This design comes from an exercise in tuning for small area, a short achievable clock period and few clock cycles per item on the open sky130 flow, not from production work. Only simulation tests tie the RTL to the original design; equivalence was not proved. No activity file was given, so power comes from the tool's default toggle rates.

v39:
Design partition_engine, start of the top module:
module partition_engine (
    input  logic        clk,
    input  logic        rst,
    input  logic        cmd_valid,
    output logic        cmd_ready,
    input  logic [7:0]  cmd_op,
    input  logic [31:0] cmd_region,
    input  logic [31:0] cmd_mask,
    input  logic [3:0]  cmd_m1,
    input  logic [3:0]  cmd_m2,
    output logic        rsp_valid,
    input  logic        rsp_ready,
    output logic [2:0]  rsp_status,
    output logic [3:0]  rsp_module_id,
    output logic [4:0]  live_count,
    output logic [15:0] slot_valid,
    output logic        is_structured,
    output logic [11:0] mu_discovery,
    output logic [11:0] mu_execution,
    output logic [11:0] mu_cost,
    output logic        mu_saturated,
    input  logic [3:0]  rd_id,
    output logic [31:0] rd_region
);
==> flow/config.mk <==
export PLATFORM = sky130hd
export DESIGN_NAME = partition_engine
export DESIGN_NICKNAME = partition_engine
export VERILOG_FILES = /design/flow/design.v
export SDC_FILE = /design/flow/constraint.sdc
export NUM_CORES = 4
export LEC_CHECK = 0
export CAP_MARGIN = 20
export CELL_PAD_IN_SITES_DETAIL_PLACEMENT = 1
export CELL_PAD_IN_SITES_GLOBAL_PLACEMENT = 2
export CORE_MARGIN = 2
export CORE_UTILIZATION = 40
export CTS_BUF_LIST = sky130_fd_sc_hd__clkbuf_8 sky130_fd_sc_hd__clkbuf_16
export CTS_CLUSTER_DIAMETER = 100
export CTS_CLUSTER_SIZE = 30
export PLACE_DENSITY = 0.55
export SETUP_SLACK_MARGIN = 4.8
export SLEW_MARGIN = 20
==> flow/constraint.sdc <==
create_clock -name core_clock -period 10.0 [get_ports {clk}]
set_input_delay 2.0000 -clock core_clock [delete_from_list [all_inputs] [get_ports {clk}]]
set_output_delay 2.0000 -clock core_clock [all_outputs]
set_load 0.01 [all_outputs]
standard.sh (not shown) runs the stock make flow with config.mk's settings and CLKGATE_MAP_FILE= SYNTH_SCRIPT=/design/flow/synth_recipe.tcl, a recipe that flattens the netlist after the stock synthesis.
==> flow/flow/run.sh <==
#!/bin/bash
# Standard layout with three changes: plain buffers (not delay cells) on the ports, no
# full-adder cell extraction in synthesis, and power recovery (downsizing) after global route.
export BUFFER_PORTS_ARGS="-buffer_cell sky130_fd_sc_hd__buf_2"
export ADDER_MAP_FILE=
export RECOVER_POWER=100
bash standard.sh > standard.log 2>&1
Nothing crashed in v39 and all stages finished; the problem is that the final layout failed, the offending checks being capacitance limit, slew limit.
Testbench counts of v39, summed over its fixed seeds: cycles 4,832, items 4,800.
#### Input delta (v50 over v39)
- SETUP_SLACK_MARGIN changed from 4.8 to 5.0
==> flow/flow/run.sh <==
#!/bin/bash
# Standard layout with two changes: plain buffers (not delay cells) on the ports, and
# no full-adder cell extraction in synthesis (adders are left to ABC's gate mapping).
export BUFFER_PORTS_ARGS="-buffer_cell sky130_fd_sc_hd__buf_2"
export ADDER_MAP_FILE=
bash standard.sh > standard.log 2>&1
## What came out
v50 went all the way through the flow, and no timing, DRC or antenna check failed.
For v39, the highest-delay cell along the critical path was sky130_fd_sc_hd__clkbuf_1, unlike v50, where it was sky130_fd_sc_hd__nor4_4.
own_id[16][1]$_DFFE_PP_ as the end of the critical path was reported by v39, and rd_region[24] by v50.
Delta (v50 minus v39): xor-xnor portion of the synthesized cell area flat, cell-internal power increased 150 µW, shortest period the worst path allows went down.
Relative to v50, the following input files were edited for v48:
- a change of SETUP_SLACK_MARGIN from 5.0 to 4.6
[summary]
- v50 → v48: combined global-route utilization of all metal layers -1.7 points; fraction of power spent switching nets -0.66 points.
- Lower buffering overhead among v50 and v48: v48
Inputs modified between v48 and v1:
- SETUP_SLACK_MARGIN now 4.8, was 4.6
### Flow results
Number of stages on the worst setup path (higher): v48. Relative to v48, internal power has gone up in v1. v1: share of total power in the clock network lower than v48. In the reports for v1 and v48, the larger total of fill cells in the finished design belongs to v48. Looking at v1 and v48, the total routing resource utilization after global routing is a wash. v1 vs v48 — power share of the combinational group rose 2.8 points. Top routing layer in use = met5: v48; top routing layer in use = met4: v1. Per the comparison of v1 with v48, overall routed net length +about 0.7%, final instance area +about 1.4%.


partition_engine, a different RTL version from the one above (not shown whole).
For scale: roughly 1400 cells after synthesis, about 190 I/O pins, about 0.014 mm² of cells after synthesis.
export LEC_CHECK = 0
export CAP_MARGIN = 20
export CELL_PAD_IN_SITES_DETAIL_PLACEMENT = 1
export CELL_PAD_IN_SITES_GLOBAL_PLACEMENT = 2
export CORE_MARGIN = 2
export CORE_UTILIZATION = 40
export PLACE_DENSITY = 0.55
export SETUP_SLACK_MARGIN = 4.0
export SLEW_MARGIN = 20
create_clock -name core_clock -period 10.0 [get_ports {clk}]
==> flow/flow/run.sh <==
#!/bin/bash
# Standard layout with two changes: plain buffers (not delay cells) on the ports, and
# no full-adder cell extraction in synthesis (adders are left to ABC's gate mapping).
export BUFFER_PORTS_ARGS="-buffer_cell sky130_fd_sc_hd__buf_2"
export ADDER_MAP_FILE=
bash standard.sh > standard.log 2>&1
Testbench counts at the start, summed over its fixed seeds: cycles 4,832, items 4,800.
Change:
SETUP_SLACK_MARGIN = 4.6   (was 4.0)
Effect:
- cell area came out higher by about 3%
- die area does not change
- sequential cell count is unchanged
- worst setup slack gets better by 0.44 ns
- sequential power is about the same
- global-route usage came out higher by 0.23 points
- routed wire length came out higher by 0.33%
- register-to-register slack gets better by 0.29 ns
- combinational power came out higher by about 3%


RTL: one of the versions met above, not the one the previous note started from.
Size in the first run: roughly 1300 cells after synthesis, roughly 210 flip-flops, about 190 I/O pins.
## partition_engine
module partition_engine (
    input  logic        clk,
    input  logic        rst,
    input  logic        cmd_valid,
    output logic        cmd_ready,
    input  logic [7:0]  cmd_op,
    input  logic [31:0] cmd_region,
    input  logic [31:0] cmd_mask,
    input  logic [3:0]  cmd_m1,
    input  logic [3:0]  cmd_m2,
    output logic        rsp_valid,
    input  logic        rsp_ready,
    output logic [2:0]  rsp_status,
    output logic [3:0]  rsp_module_id,
    output logic [4:0]  live_count,
    output logic [15:0] slot_valid,
    output logic        is_structured,
    output logic [11:0] mu_discovery,
    output logic [11:0] mu_execution,
    output logic [11:0] mu_cost,
    output logic        mu_saturated,
    input  logic [3:0]  rd_id,
    output logic [31:0] rd_region
);
export LEC_CHECK = 0
export CAP_MARGIN = 20
export CELL_PAD_IN_SITES_DETAIL_PLACEMENT = 1
export CELL_PAD_IN_SITES_GLOBAL_PLACEMENT = 2
export CORE_MARGIN = 2
export CORE_UTILIZATION = 40
export CTS_BUF_LIST = sky130_fd_sc_hd__clkbuf_8 sky130_fd_sc_hd__clkbuf_16
export CTS_CLUSTER_DIAMETER = 100
export CTS_CLUSTER_SIZE = 30
export PLACE_DENSITY = 0.55
export SETUP_SLACK_MARGIN = 4.7
export SLEW_MARGIN = 20
create_clock -name core_clock -period 10.0 [get_ports {clk}]
Scripts as last shown in full above: flow/flow/run.sh
Testbench counts at the start, summed over its fixed seeds: cycles 4,832, items 4,800.
Edit:
- SETUP_SLACK_MARGIN: 4.7 -> 4.9
Effect:
- The changed run completed without violations
- core utilization grows by 4.9 points
- critical path depth increases by 1
- global-route usage climbs by 0.79 points
- hold slack loses 3.6 ps
- wire length is higher by 6.9%

## what the ideal ports hide
How much do the figures lean on ideal ports? The routed layouts below were timed once more, with nothing changed but the port constraints. Step 1 assumes that a clkbuf_16 drives the clock port and a buf_2 every other input. Step 2, shift: input delay + t, output delay - t, t = (earliest + latest rising clock arrival at the registers) / 2. This alone moves slack from input paths to output paths. Slacks: no drivers / after step 1 / after step 2; pairs: no drivers / after step 1.
run	t, ns	slack for setup (ns)	worst hold slack (ns)
v39	0.544	2.666 / 2.699 / 2.154	0.477 / 0.477 / 0.477
v50	0.553	4.745 / 4.704 / 4.378	0.472 / 0.472 / 0.472
v48	0.548	4.643 / 4.617 / 4.210	0.470 / 0.470 / 0.470
v1	0.544	4.782 / 4.713 / 4.345	0.479 / 0.479 / 0.479
the first run of note 2	0.615	4.043 / 4.052 / 3.443	0.464 / 0.464 / 0.464
the second run of note 2	0.611	4.485 / 4.429 / 4.142	0.485 / 0.485 / 0.485
the first run of note 3	0.544	4.735 / 4.713 / 4.270	0.487 / 0.487 / 0.487
the second run of note 3	0.550	4.790 / 4.741 / 4.363	0.484 / 0.484 / 0.484
For the first run of note 2, which loses most, drivers alone change the setup slack by +0.009 ns; drivers and shift together by -0.600 ns.
